What follows belongs to an exercise in optimizing a design on an open flow for small area; a production flow would make more cautious choices. The RTL was checked by simulation tests, not by an equivalence proof against the original design. Power figures rest on the tool's default switching activity, not on a simulated workload.

==> flow/design.v (excerpt) <==
module regfile_mp #(
  parameter int XLEN = 32,
  parameter int NREG = 32,
  parameter int NRD  = 2,
  localparam int AW  = $clog2(NREG)
) (
  input  logic                iClk,
  input  logic                iRstN,
  input  logic                iWriteEn,
  input  logic [AW-1:0]       iRdAddr,
  input  logic [XLEN-1:0]     iWriteData,
  input  logic                iIssueEn,
  input  logic [AW-1:0]       iIssueRd,
  input  logic [NRD-1:0]      iReadEn,
  input  logic [NRD*AW-1:0]   iRsAddr,
  output logic [NRD*XLEN-1:0] oRsData,
  output logic [NRD-1:0]      oRsBusy,
  output logic [NREG-1:0]     oBusyVec
);
For scale: ~2500 cells after synthesis, ~1100 flip-flops, about 160 I/O pins.
clock: 6.0 ns
lec_check: 0
cap_margin: 20
core_margin: 2
core_utilization: 70
place_density: 0.8
setup_slack_margin: 0.2
slew_margin: 20
synth_hierarchical: 1
standard.sh (not shown) runs the stock make flow with config.mk's settings and CLKGATE_MAP_FILE= SYNTH_SCRIPT=/design/flow/synth_recipe.tcl, a recipe that flattens the netlist after the stock synthesis.
==> flow/flow/run.sh <==
#!/bin/bash
set -euo pipefail
CTS="-sink_clustering_enable -repair_clock_nets -dont_use_dummy_load"
CTS="$CTS -sink_clustering_size 30 -sink_clustering_max_diameter 80"
CTS="$CTS -buf_list {sky130_fd_sc_hd__clkbuf_8 sky130_fd_sc_hd__clkbuf_16}"
bash standard.sh \
  "BUFFER_PORTS_ARGS=-buffer_cell sky130_fd_sc_hd__buf_1" \
  "CTS_ARGS=$CTS" \
  RECOVER_POWER=100 \
  finish > flow_make.log 2>&1
The starting point produced a layout that fails on max-capacitance violations, max-slew violations.
Rerun with:
--- a/flow/flow/run.sh
+++ b/flow/flow/run.sh
@@ -7,4 +7,3 @@
   "BUFFER_PORTS_ARGS=-buffer_cell sky130_fd_sc_hd__buf_1" \
   "CTS_ARGS=$CTS" \
-  RECOVER_POWER=100 \
   finish > flow_make.log 2>&1
=> Now the flow went through all stages and came out clean. Hold slack barely changes. Maximum frequency grows by 4.0%. Count of clock-buffer cells in the layout stays the same. Synthesized cell count is unchanged. Combinational power is higher by about 1%. Cell area rose by 0.56%. Sequential power stays flat. Core utilization went up by 0.44 points. First-iteration DRC count grows by 4.7%. Total power is about the same.
Rerun with:
==> flow/run.sh (new file) <==
#!/bin/bash
# synth_recipe.tcl (not shown) runs the flow's synth.tcl, then flattens the netlist and writes it again
# the make line also repeats each setting of config.mk as NAME=value (left out here)
make -C /OpenROAD-flow-scripts/flow DESIGN_CONFIG=/design/flow/config.mk WORK_HOME=/design/flow/orfs CLKGATE_MAP_FILE= SYNTH_SCRIPT=/design/flow/synth_recipe.tcl finish
CORE_UTILIZATION = 60   (was 70)
CTS_BUF_LIST = sky130_fd_sc_hd__clkbuf_4 sky130_fd_sc_hd__clkbuf_8   (was unset)
PLACE_DENSITY = 0.7   (was 0.8)
SETUP_SLACK_MARGIN = 0   (was 0.2)
removed: flow/flow/run.sh
removed: flow/standard.sh
What happened:
- The new run completed and failed the layout checks on negative setup slack
- clock-buffer cell count grows by 181
- worst setup slack is worse by 0.41 ns
- via count rose by 3.1%
- power increases by 23%
- sequential power is about the same
- die area rose by 16%
- wire length increases by 9.7%
- final area went up by 11%
- flip-flop and latch count does not change
Rerun with:
CAP_MARGIN = 10   (was 20)
GPL_TIMING_DRIVEN = 0   (was unset)
SLEW_MARGIN = 10   (was 20)
Outcome: The changed run finished with negative setup slack left. Global-route usage went down by 2.1 points. Non-clock buffer count stays the same. Clock power went down by about 1%.

Setup of v6:
regfile_mp again, from the RTL that the note above started with.
==> flow/config.mk <==
export PLATFORM = sky130hd
export DESIGN_NAME = regfile_mp
export DESIGN_NICKNAME = regfile_mp
export VERILOG_FILES = /design/flow/design.v
export SDC_FILE = /design/flow/constraint.sdc
export NUM_CORES = 4
export LEC_CHECK = 0
export CAP_MARGIN = 20
export CORE_MARGIN = 2
export CORE_UTILIZATION = 60
export PLACE_DENSITY = 0.7
export SETUP_SLACK_MARGIN = 0.2
export SLEW_MARGIN = 20
export SYNTH_HIERARCHICAL = 1
==> flow/constraint.sdc <==
create_clock -name core_clock -period 6.0 [get_ports {iClk}]
set_input_delay 1.2000 -clock core_clock [delete_from_list [all_inputs] [get_ports {iClk}]]
set_output_delay 1.2000 -clock core_clock [all_outputs]
set_load 0.01 [all_outputs]
==> flow/flow/run.sh <==
#!/bin/bash
set -euo pipefail
CTS="-sink_clustering_enable -repair_clock_nets -dont_use_dummy_load"
CTS="$CTS -sink_clustering_size 30 -sink_clustering_max_diameter 80"
CTS="$CTS -buf_list {sky130_fd_sc_hd__clkbuf_8 sky130_fd_sc_hd__clkbuf_16}"
bash standard.sh \
  "BUFFER_PORTS_ARGS=-buffer_cell sky130_fd_sc_hd__buf_1" \
  "CTS_ARGS=$CTS" \
  RECOVER_POWER=100 \
  finish > flow_make.log 2>&1
Although it ran to completion, v6 produced a layout that fails the final checks because of max-capacitance violations, max-slew violations.
Edits applied to the flow inputs when going from v6 to v7:
-- flow/flow/run.sh --
<<< v6, line 8
  "CTS_ARGS=$CTS" \
  RECOVER_POWER=100 \
  finish > flow_make.log 2>&1
>>> v7, line 8
  "CTS_ARGS=$CTS" \
  finish > flow_make.log 2>&1
Against v6, v7 reports a setup slack after layout that is higher. Share of cell area taken by flip-flops and latches down 0.31 points in v7 wrt v6. Power: v6 vs v7, no meaningful difference. v7 finished all stages; the layout is clean. Comparing v7 against v6, there is no change at all in met2 capacity usage during global routing. | switching portion of total power | v7 vs v6 | ≈ equal |. Final non-filler cell area | v7 above v6. In the metrics for v6 and v7, the one carrying the lower ratio of total power to cell area is v7.

regfile_mp, a different RTL version from the one above (not shown whole).
Size: ~3500 cells after synthesis, roughly 160 I/O pins, roughly 41000 um^2 of cells after synthesis.
Design regfile_mp, start of the top module:
module regfile_mp #(
  parameter int XLEN = 32,
  parameter int NREG = 32,
  parameter int NRD  = 2,
  localparam int AW  = $clog2(NREG)
) (
  input  logic                iClk,
  input  logic                iRstN,
  input  logic                iWriteEn,
  input  logic [AW-1:0]       iRdAddr,
  input  logic [XLEN-1:0]     iWriteData,
  input  logic                iIssueEn,
  input  logic [AW-1:0]       iIssueRd,
  input  logic [NRD-1:0]      iReadEn,
  input  logic [NRD*AW-1:0]   iRsAddr,
  output logic [NRD*XLEN-1:0] oRsData,
  output logic [NRD-1:0]      oRsBusy,
  output logic [NREG-1:0]     oBusyVec
);
  logic [XLEN-1:0] regs_reg [NREG];
  logic [NREG-1:0] busy_reg;
  logic [NREG-1:0] valid_reg;
  logic [NREG-1:0] wr_dec;
  logic [NREG-1:0] iss_dec;
  logic [NREG-1:0] rd_ok;
  always_comb begin
    for (int r = 0; r < NREG; r++) begin
      wr_dec[r]  = iWriteEn && (iRdAddr == AW'(r)) && (r != 0);
  ...
clock: 6.0 ns
lec_check: 0
cap_margin: 20
core_margin: 2
core_utilization: 65
place_density: 0.75
setup_slack_margin: 0.1
slew_margin: 20
synth_hierarchical: 1
==> flow/flow/run.sh <==
#!/bin/bash
set -euo pipefail
CTS="-sink_clustering_enable -repair_clock_nets -dont_use_dummy_load"
CTS="$CTS -sink_clustering_size 30 -sink_clustering_max_diameter 80"
CTS="$CTS -buf_list {sky130_fd_sc_hd__clkbuf_8 sky130_fd_sc_hd__clkbuf_16}"
bash standard.sh \
  "BUFFER_PORTS_ARGS=-buffer_cell sky130_fd_sc_hd__buf_1" \
  "CTS_ARGS=$CTS" \
  finish > flow_make.log 2>&1
Change:
CORE_UTILIZATION = 60   (was 65)
PLACE_DENSITY = 0.7   (was 0.75)
Effect: Total power is about the same. Routed wire length rises by 2.7%. Non-clock buffer count falls by 24.

==> port drivers added, routing unchanged <==
In the flow no input, the clock included, has a driving cell. The finished layouts below were timed again as built, in two steps.
Step 1: set_driving_cell puts a clkbuf_16 on iClk and a buf_2 on each other input, an assumption about the parent block.
Step 2 times the ports against the registers' clock, not the clock port: input delays grow and output delays shrink by t, the midpoint of the rising clock arrivals with the driver on.
Slacks: ideal / step 1 / step 2; pairs: ideal / step 1.
run | t (ns) | slack for setup (ns) | latest minus earliest clock arrival (ns)
the first run of note 1 | 0.688 | 0.121 / 0.097 / 0.097 | 0.071 / 0.071
the second run of note 1 | 0.689 | 0.349 / 0.327 / 0.327 | 0.072 / 0.072
the third run of note 1 | 0.879 | -0.066 / -0.099 / -0.099 | 0.032 / 0.033
the fourth run of note 1 | 0.891 | -0.043 / -0.072 / -0.072 | 0.049 / 0.048
v6 | 0.680 | 0.169 / 0.144 / 0.144 | 0.068 / 0.068
v7 | 0.681 | 0.246 / 0.220 / 0.220 | 0.069 / 0.069
the first run of note 3 | 0.718 | 0.366 / 0.345 / 0.345 | 0.068 / 0.068
the second run of note 3 | 0.718 | 0.251 / 0.228 / 0.228 | 0.081 / 0.081
The setup slack of the third run of note 1, which loses most, moves by -0.033 ns with the drivers and by -0.033 ns with both steps.
